Context: an optimization exercise on an open-source flow, tuned for small area, a short achievable clock period and few clock cycles per item. The choices shown serve that exercise and are no tape-out recipe. Where RTL was checked, it was by simulation tests only, not by an equivalence proof against the original.

==> amber: inputs <==
==> flow/design.v (excerpt) <==
module oxygen_cell_calibrate_and_mod #(
    parameter int CAL_SAMPLES = 10
) (
    input  logic                                  clk,
    input  logic                                  rst_n,
    input  logic                                  in_valid,
    output logic                                  in_stall,
    input  logic                                  opcode,
    input  logic signed [ocm_pkg::SAMPLE_W-1:0]   sample,
    output logic                                  out_valid,
    input  logic                                  out_stall,
    output logic [ocm_pkg::O2_W-1:0]              o2_tenths,
    output logic [ocm_pkg::DEPTH_W-1:0]           depth_normal_tenths,
    output logic [ocm_pkg::DEPTH_W-1:0]           depth_tech_tenths,
    output logic                                  calibration_done,
    output logic                                  not_calibrated,
    input  logic                                  cfg_valid,
    output logic                                  cfg_ready,
  ...
export LEC_CHECK = 0
export CAP_MARGIN = 20
export CORE_MARGIN = 2
export CORE_UTILIZATION = 50
export SETUP_SLACK_MARGIN = 1.5
export SLEW_MARGIN = 20
create_clock -name core_clock -period 6.0 [get_ports {clk}]
run.sh (not shown) runs the stock make flow with config.mk's settings and CLKGATE_MAP_FILE= SYNTH_SCRIPT=/design/flow/synth_recipe.tcl, a recipe that flattens the netlist after the stock synthesis.
==> pepper (differences from amber) <==
--- a/flow/design.v
+++ b/flow/design.v
@@ -181,59 +181,73 @@
     logic v_s8;
     logic [0:0] cal_s8;
     logic [0:0] nc_s8;
     logic [0:0] x_s8;
     logic [0:0] ovf_s8;
     logic [18:0] rem_s8;
     logic [9:0] q_s8;
     logic v_s9;
+    logic [0:0] cal_s9;
     logic [0:0] nc_s9;
+    logic [0:0] x_s9;
     logic [9:0] o2_s9;
     logic [4:0] rn_s9;
     logic [4:0] rt_s9;
     logic [1:0] qn_s9;
     logic [1:0] qt_s9;
     logic v_s10;
+    logic [0:0] cal_s10;
     logic [0:0] nc_s10;
+    logic [0:0] x_s10;
     logic [9:0] o2_s10;
     logic [6:0] rn_s10;
     logic [6:0] rt_s10;
     logic [3:0] qn_s10;
     logic [3:0] qt_s10;
     logic v_s11;
+    logic [0:0] cal_s11;
     logic [0:0] nc_s11;
+    logic [0:0] x_s11;
     logic [9:0] o2_s11;
     logic [8:0] rn_s11;
     logic [8:0] rt_s11;
     logic [5:0] qn_s11;
     logic [5:0] qt_s11;
     logic v_s12;
+    logic [0:0] cal_s12;
     logic [0:0] nc_s12;
+    logic [0:0] x_s12;
     logic [9:0] o2_s12;
     logic [9:0] rn_s12;
     logic [9:0] rt_s12;
     logic [7:0] qn_s12;
     logic [7:0] qt_s12;
     logic v_s13;
+    logic [0:0] cal_s13;
     logic [0:0] nc_s13;
+    logic [0:0] x_s13;
     logic [9:0] o2_s13;
     logic [9:0] rn_s13;
     logic [9:0] rt_s13;
     logic [9:0] qn_s13;
     logic [9:0] qt_s13;
     logic v_s14;
+    logic [0:0] cal_s14;
     logic [0:0] nc_s14;
+    logic [0:0] x_s14;
     logic [9:0] o2_s14;
     logic [9:0] rn_s14;
     logic [9:0] rt_s14;
     logic [11:0] qn_s14;
     logic [11:0] qt_s14;
     logic v_s15;
+    logic [0:0] cal_s15;
     logic [0:0] nc_s15;
+    logic [0:0] x_s15;
     logic [9:0] o2_s15;
     logic [9:0] rn_s15;
     logic [9:0] rt_s15;
     logic [13:0] qn_s15;
     logic [13:0] qt_s15;
     logic v_s16;
     logic [9:0] o2_s16;
     logic [14:0] dn_s16;
@@ -343,17 +357,17 @@
     logic [20:0] df_57;
     logic [0:0] ge_58;
     ocm_div #(.WIDTH(21), .ARCH(0)) u_df_57 (.a(21'(tr_52)), .b(21'(ref3_reg)), .diff(df_57), .ge(ge_58));
     logic [18:0] rem_59;
     assign rem_59 = ge_58 ? df_57[18:0] : ge_56 ? df_55[18:0] : ge_54 ? df_53[18:0] : tr_52[18:0];
     logic [9:0] q_60;
     assign q_60 = {q_s7, ge_56, (ge_58 || (ge_54 && !ge_56))};
     logic [9:0] o2_61;
-    assign o2_61 = cal_s8 ? 10'(x_s8) : nc_s8 ? 10'd1000 : x_s8 ? 10'd10 : ovf_s8 ? 10'd1000 : (q_s8 > 10'd1000) ? 10'd1000 : (q_s8 < 10'd10) ? 10'd10 : q_s8;
+    assign o2_61 = cal_s8 ? 10'd0 : nc_s8 ? 10'd1000 : x_s8 ? 10'd10 : ovf_s8 ? 10'd1000 : (q_s8 > 10'd1000) ? 10'd1000 : (q_s8 < 10'd10) ? 10'd10 : q_s8;
     logic [2:0] rn_62;
     assign rn_62 = ln_reg[14:12];
     logic [2:0] rt_63;
     assign rt_63 = lt_reg[14:12];
     logic [3:0] trn_64;
     assign trn_64 = {rn_62, ln_reg[11]};
     logic [9:0] df_65;
     logic [0:0] ge_66;
@@ -618,26 +632,22 @@
     assign trt_209 = {rt_s15, 1'b0};
     logic [10:0] df_210;
     logic [0:0] ge_211;
     ocm_div #(.WIDTH(11), .ARCH(0)) u_df_210 (.a(11'(trt_209)), .b(11'(o2_s15)), .diff(df_210), .ge(ge_211));
     logic [9:0] remt_212;
     assign remt_212 = ge_211 ? df_210[9:0] : trt_209[9:0];
     logic [14:0] qt_213;
     assign qt_213 = {qt_s15, ge_211};
-    logic [0:0] cal_214;
-    assign cal_214 = (o2_s15[9:1] == 9'd0);
-    logic [9:0] o2o_215;
-    assign o2o_215 = {o2_s15[9:1], o2_s15[0] && !cal_214};
-    logic [14:0] depn_216;
-    assign depn_216 = (cal_214 || (qn_208 < 15'd100)) ? 15'd0 : (qn_208 - 15'd100);
-    logic [14:0] dept_217;
-    assign dept_217 = (cal_214 || (qt_213 < 15'd100)) ? 15'd0 : (qt_213 - 15'd100);
-    logic [0:0] done_218;
-    assign done_218 = cal_214 && o2_s15[0];
+    logic [14:0] depn_214;
+    assign depn_214 = (cal_s15 || (qn_208 < 15'd100)) ? 15'd0 : (qn_208 - 15'd100);
+    logic [14:0] dept_215;
+    assign dept_215 = (cal_s15 || (qt_213 < 15'd100)) ? 15'd0 : (qt_213 - 15'd100);
+    logic [0:0] done_216;
+    assign done_216 = cal_s15 && x_s15;
     assign en        = !(v_s16 && out_stall);
     assign cal_stall = (cnt_reg == 4'd9) && ((v_s1 && !cal_s1) || (v_s2 && !cal_s2) || (v_s3 && !cal_s3) || (v_s4 && !cal_s4) || (v_s5 && !cal_s5) || (v_s6 && !cal_s6) || (v_s7 && !cal_s7));
     assign in_stall  = !en || cal_stall;
     assign accept    = in_valid && !in_stall;
     always_ff @(posedge clk or negedge rst_n)
     begin
         if (!rst_n)
         begin
@@ -756,62 +766,76 @@
             nl_s7 <= nl_51;
             q_s7 <= q_50;
             cal_s8 <= cal_s7;
             nc_s8 <= nc_s7;
             x_s8 <= x_s7;
             ovf_s8 <= ovf_s7;
             rem_s8 <= rem_59;
             q_s8 <= q_60;
+            cal_s9 <= cal_s8;
             nc_s9 <= nc_s8;
+            x_s9 <= x_s8;
             o2_s9 <= o2_61;
             rn_s9 <= remn_77;
             rt_s9 <= remt_82;
             qn_s9 <= qn_78;
             qt_s9 <= qt_83;
+            cal_s10 <= cal_s9;
             nc_s10 <= nc_s9;
+            x_s10 <= x_s9;
             o2_s10 <= o2_s9;
             rn_s10 <= remn_97;
             rt_s10 <= remt_102;
             qn_s10 <= qn_98;
             qt_s10 <= qt_103;
+            cal_s11 <= cal_s10;
             nc_s11 <= nc_s10;
+            x_s11 <= x_s10;
             o2_s11 <= o2_s10;
             rn_s11 <= remn_117;
             rt_s11 <= remt_122;
             qn_s11 <= qn_118;
             qt_s11 <= qt_123;
+            cal_s12 <= cal_s11;
             nc_s12 <= nc_s11;
+            x_s12 <= x_s11;
             o2_s12 <= o2_s11;
             rn_s12 <= remn_137;
             rt_s12 <= remt_142;
             qn_s12 <= qn_138;
             qt_s12 <= qt_143;
+            cal_s13 <= cal_s12;
             nc_s13 <= nc_s12;
+            x_s13 <= x_s12;
             o2_s13 <= o2_s12;
             rn_s13 <= remn_157;
             rt_s13 <= remt_162;
             qn_s13 <= qn_158;
             qt_s13 <= qt_163;
+            cal_s14 <= cal_s13;
             nc_s14 <= nc_s13;
+            x_s14 <= x_s13;
             o2_s14 <= o2_s13;
             rn_s14 <= remn_177;
             rt_s14 <= remt_182;
             qn_s14 <= qn_178;
             qt_s14 <= qt_183;
+            cal_s15 <= cal_s14;
             nc_s15 <= nc_s14;
+            x_s15 <= x_s14;
             o2_s15 <= o2_s14;
             rn_s15 <= remn_197;
             rt_s15 <= remt_202;
             qn_s15 <= qn_198;
             qt_s15 <= qt_203;
-            o2_s16 <= o2o_215;
-            dn_s16 <= depn_216;
-            dt_s16 <= dept_217;
-            done_s16 <= done_218;
+            o2_s16 <= o2_s15;
+            dn_s16 <= depn_214;
+            dt_s16 <= dept_215;
+            done_s16 <= done_216;
             nc_s16 <= nc_s15;
         end
     end
     assign cfg_ready           = 1'b1;
     assign out_valid           = v_s16;
     assign o2_tenths           = o2_s16;
     assign depth_normal_tenths = dn_s16;
     assign depth_tech_tenths   = dt_s16;
- CORE_UTILIZATION: 50 -> 60
- TNS_END_PERCENT: default -> 20
==> nickel (differences from amber) <==
--- a/flow/design.v
+++ b/flow/design.v
@@ -181,59 +181,73 @@
     logic v_s8;
     logic [0:0] cal_s8;
     logic [0:0] nc_s8;
     logic [0:0] x_s8;
     logic [0:0] ovf_s8;
     logic [18:0] rem_s8;
     logic [9:0] q_s8;
     logic v_s9;
+    logic [0:0] cal_s9;
     logic [0:0] nc_s9;
+    logic [0:0] x_s9;
     logic [9:0] o2_s9;
     logic [4:0] rn_s9;
     logic [4:0] rt_s9;
     logic [1:0] qn_s9;
     logic [1:0] qt_s9;
     logic v_s10;
+    logic [0:0] cal_s10;
     logic [0:0] nc_s10;
+    logic [0:0] x_s10;
     logic [9:0] o2_s10;
     logic [6:0] rn_s10;
     logic [6:0] rt_s10;
     logic [3:0] qn_s10;
     logic [3:0] qt_s10;
     logic v_s11;
+    logic [0:0] cal_s11;
     logic [0:0] nc_s11;
+    logic [0:0] x_s11;
     logic [9:0] o2_s11;
     logic [8:0] rn_s11;
     logic [8:0] rt_s11;
     logic [5:0] qn_s11;
     logic [5:0] qt_s11;
     logic v_s12;
+    logic [0:0] cal_s12;
     logic [0:0] nc_s12;
+    logic [0:0] x_s12;
     logic [9:0] o2_s12;
     logic [9:0] rn_s12;
     logic [9:0] rt_s12;
     logic [7:0] qn_s12;
     logic [7:0] qt_s12;
     logic v_s13;
+    logic [0:0] cal_s13;
     logic [0:0] nc_s13;
+    logic [0:0] x_s13;
     logic [9:0] o2_s13;
     logic [9:0] rn_s13;
     logic [9:0] rt_s13;
     logic [9:0] qn_s13;
     logic [9:0] qt_s13;
     logic v_s14;
+    logic [0:0] cal_s14;
     logic [0:0] nc_s14;
+    logic [0:0] x_s14;
     logic [9:0] o2_s14;
     logic [9:0] rn_s14;
     logic [9:0] rt_s14;
     logic [11:0] qn_s14;
     logic [11:0] qt_s14;
     logic v_s15;
+    logic [0:0] cal_s15;
     logic [0:0] nc_s15;
+    logic [0:0] x_s15;
     logic [9:0] o2_s15;
     logic [9:0] rn_s15;
     logic [9:0] rt_s15;
     logic [13:0] qn_s15;
     logic [13:0] qt_s15;
     logic v_s16;
     logic [9:0] o2_s16;
     logic [14:0] dn_s16;
@@ -343,17 +357,17 @@
     logic [20:0] df_57;
     logic [0:0] ge_58;
     ocm_div #(.WIDTH(21), .ARCH(0)) u_df_57 (.a(21'(tr_52)), .b(21'(ref3_reg)), .diff(df_57), .ge(ge_58));
     logic [18:0] rem_59;
     assign rem_59 = ge_58 ? df_57[18:0] : ge_56 ? df_55[18:0] : ge_54 ? df_53[18:0] : tr_52[18:0];
     logic [9:0] q_60;
     assign q_60 = {q_s7, ge_56, (ge_58 || (ge_54 && !ge_56))};
     logic [9:0] o2_61;
-    assign o2_61 = cal_s8 ? 10'(x_s8) : nc_s8 ? 10'd1000 : x_s8 ? 10'd10 : ovf_s8 ? 10'd1000 : (q_s8 > 10'd1000) ? 10'd1000 : (q_s8 < 10'd10) ? 10'd10 : q_s8;
+    assign o2_61 = cal_s8 ? 10'd0 : nc_s8 ? 10'd1000 : x_s8 ? 10'd10 : ovf_s8 ? 10'd1000 : (q_s8 > 10'd1000) ? 10'd1000 : (q_s8 < 10'd10) ? 10'd10 : q_s8;
     logic [2:0] rn_62;
     assign rn_62 = ln_reg[14:12];
     logic [2:0] rt_63;
     assign rt_63 = lt_reg[14:12];
     logic [3:0] trn_64;
     assign trn_64 = {rn_62, ln_reg[11]};
     logic [9:0] df_65;
     logic [0:0] ge_66;
@@ -618,26 +632,22 @@
     assign trt_209 = {rt_s15, 1'b0};
     logic [10:0] df_210;
     logic [0:0] ge_211;
     ocm_div #(.WIDTH(11), .ARCH(0)) u_df_210 (.a(11'(trt_209)), .b(11'(o2_s15)), .diff(df_210), .ge(ge_211));
     logic [9:0] remt_212;
     assign remt_212 = ge_211 ? df_210[9:0] : trt_209[9:0];
     logic [14:0] qt_213;
     assign qt_213 = {qt_s15, ge_211};
-    logic [0:0] cal_214;
-    assign cal_214 = (o2_s15[9:1] == 9'd0);
-    logic [9:0] o2o_215;
-    assign o2o_215 = {o2_s15[9:1], o2_s15[0] && !cal_214};
-    logic [14:0] depn_216;
-    assign depn_216 = (cal_214 || (qn_208 < 15'd100)) ? 15'd0 : (qn_208 - 15'd100);
-    logic [14:0] dept_217;
-    assign dept_217 = (cal_214 || (qt_213 < 15'd100)) ? 15'd0 : (qt_213 - 15'd100);
-    logic [0:0] done_218;
-    assign done_218 = cal_214 && o2_s15[0];
+    logic [14:0] depn_214;
+    assign depn_214 = (cal_s15 || (qn_208 < 15'd100)) ? 15'd0 : (qn_208 - 15'd100);
+    logic [14:0] dept_215;
+    assign dept_215 = (cal_s15 || (qt_213 < 15'd100)) ? 15'd0 : (qt_213 - 15'd100);
+    logic [0:0] done_216;
+    assign done_216 = cal_s15 && x_s15;
     assign en        = !(v_s16 && out_stall);
     assign cal_stall = (cnt_reg == 4'd9) && ((v_s1 && !cal_s1) || (v_s2 && !cal_s2) || (v_s3 && !cal_s3) || (v_s4 && !cal_s4) || (v_s5 && !cal_s5) || (v_s6 && !cal_s6) || (v_s7 && !cal_s7));
     assign in_stall  = !en || cal_stall;
     assign accept    = in_valid && !in_stall;
     always_ff @(posedge clk or negedge rst_n)
     begin
         if (!rst_n)
         begin
@@ -756,62 +766,76 @@
             nl_s7 <= nl_51;
             q_s7 <= q_50;
             cal_s8 <= cal_s7;
             nc_s8 <= nc_s7;
             x_s8 <= x_s7;
             ovf_s8 <= ovf_s7;
             rem_s8 <= rem_59;
             q_s8 <= q_60;
+            cal_s9 <= cal_s8;
             nc_s9 <= nc_s8;
+            x_s9 <= x_s8;
             o2_s9 <= o2_61;
             rn_s9 <= remn_77;
             rt_s9 <= remt_82;
             qn_s9 <= qn_78;
             qt_s9 <= qt_83;
+            cal_s10 <= cal_s9;
             nc_s10 <= nc_s9;
+            x_s10 <= x_s9;
             o2_s10 <= o2_s9;
             rn_s10 <= remn_97;
             rt_s10 <= remt_102;
             qn_s10 <= qn_98;
             qt_s10 <= qt_103;
+            cal_s11 <= cal_s10;
             nc_s11 <= nc_s10;
+            x_s11 <= x_s10;
             o2_s11 <= o2_s10;
             rn_s11 <= remn_117;
             rt_s11 <= remt_122;
             qn_s11 <= qn_118;
             qt_s11 <= qt_123;
+            cal_s12 <= cal_s11;
             nc_s12 <= nc_s11;
+            x_s12 <= x_s11;
             o2_s12 <= o2_s11;
             rn_s12 <= remn_137;
             rt_s12 <= remt_142;
             qn_s12 <= qn_138;
             qt_s12 <= qt_143;
+            cal_s13 <= cal_s12;
             nc_s13 <= nc_s12;
+            x_s13 <= x_s12;
             o2_s13 <= o2_s12;
             rn_s13 <= remn_157;
             rt_s13 <= remt_162;
             qn_s13 <= qn_158;
             qt_s13 <= qt_163;
+            cal_s14 <= cal_s13;
             nc_s14 <= nc_s13;
+            x_s14 <= x_s13;
             o2_s14 <= o2_s13;
             rn_s14 <= remn_177;
             rt_s14 <= remt_182;
             qn_s14 <= qn_178;
             qt_s14 <= qt_183;
+            cal_s15 <= cal_s14;
             nc_s15 <= nc_s14;
+            x_s15 <= x_s14;
             o2_s15 <= o2_s14;
             rn_s15 <= remn_197;
             rt_s15 <= remt_202;
             qn_s15 <= qn_198;
             qt_s15 <= qt_203;
-            o2_s16 <= o2o_215;
-            dn_s16 <= depn_216;
-            dt_s16 <= dept_217;
-            done_s16 <= done_218;
+            o2_s16 <= o2_s15;
+            dn_s16 <= depn_214;
+            dt_s16 <= dept_215;
+            done_s16 <= done_216;
             nc_s16 <= nc_s15;
         end
     end
     assign cfg_ready           = 1'b1;
     assign out_valid           = v_s16;
     assign o2_tenths           = o2_s16;
     assign depth_normal_tenths = dn_s16;
     assign depth_tech_tenths   = dt_s16;
- CORE_UTILIZATION: 50 -> 40
==> notes <==
amber finished clean. nickel finished with timing, DRC and antenna clean. pepper completed without violations.
Cell count: nickel > amber > pepper.
Sequential cell count: nickel is higher than amber (14).
Design area, lowest first: pepper, amber, nickel.
Clock skew: nickel > pepper > amber.
Of pepper and amber, pepper has the higher first-iteration DRC count (gap 12%, measured against amber).
Of pepper and amber, amber has the higher clock-buffer cell count (gap 14).
==> figures <==
metric                                                                                            amber                     nickel                     pepper
Run status                                                                               finished clean             finished clean             finished clean
Clk_skew                                                                                      0.0368 ns                  0.0540 ns                  0.0370 ns
Total number of clock tree sinks                                                                    702                        716                        716
Post-CTS setup buffers                                                                              157                        195                         88
Number of buffers created by CTS                                                                     85                         85                         82
Slowest cell on the critical path                                              sky130_fd_sc_hd__dfrtp_1  sky130_fd_sc_hd__edfxtp_1  sky130_fd_sc_hd__edfxtp_1
Worst r2r src                                                                     lt_reg[3]$_DFFE_PN0P_        o2_s14[1]$_DFFE_PN_        o2_s14[1]$_DFFE_PN_
CP max stage delay                                                                              0.38 ns                    0.38 ns                    0.39 ns
Quantity of gates resized following cts                                                             134                        297                         96
DR vias/cell                                                                                       5.63                       5.36                       5.87
Met3 usage in global routing                                                                      2.47%                      3.24%                      4.01%
Basic-gate share of the synthesized area counting and, or, nand and nor cells                     8.58%                      9.05%                      9.05%
Vias in the first global route                                                                    36.5k                      38.0k                      36.7k
Maximum number of pins on one net before global-route repair                                        186                        150                        171
Global-route met1 utilization                                                                     32.5%                      25.5%                      35.8%
Flip-flop and latch count                                                                           702                        716                        716
Testbench counts of pepper, summed over its fixed seeds: cycles 1,408, items 1,280.
Testbench counts of nickel, summed over its fixed seeds: cycles 1,408, items 1,280.
The RTL of amber was laid out without a check of its function.

## what the ideal ports hide
Ports are ideal in the flow. The routed layouts listed here were re-timed in OpenROAD. Step 1 sets driving cells, clkbuf_16 on the clock port and buf_2 on the other inputs (assumed; they add their load-dependent delay and slew). Step 2, shift: input delay + t, output delay - t, t = (earliest + latest rising clock arrival at the registers) / 2. This alone moves slack from input paths to output paths. a / b / c = ideal / step 1 / step 2; a / b = the first two.
| run | t (ns) | setup slack, ns | clock arrival spread, ns |
|---|---|---|---|
| amber | 0.717 | 1.180 / 1.180 / 1.180 | 0.038 / 0.038 |
| pepper | 0.734 | 1.206 / 1.206 / 1.206 | 0.041 / 0.041 |
| nickel | 0.764 | 1.231 / 1.231 / 1.231 | 0.057 / 0.057 |
After both steps every run listed still meets setup and hold.
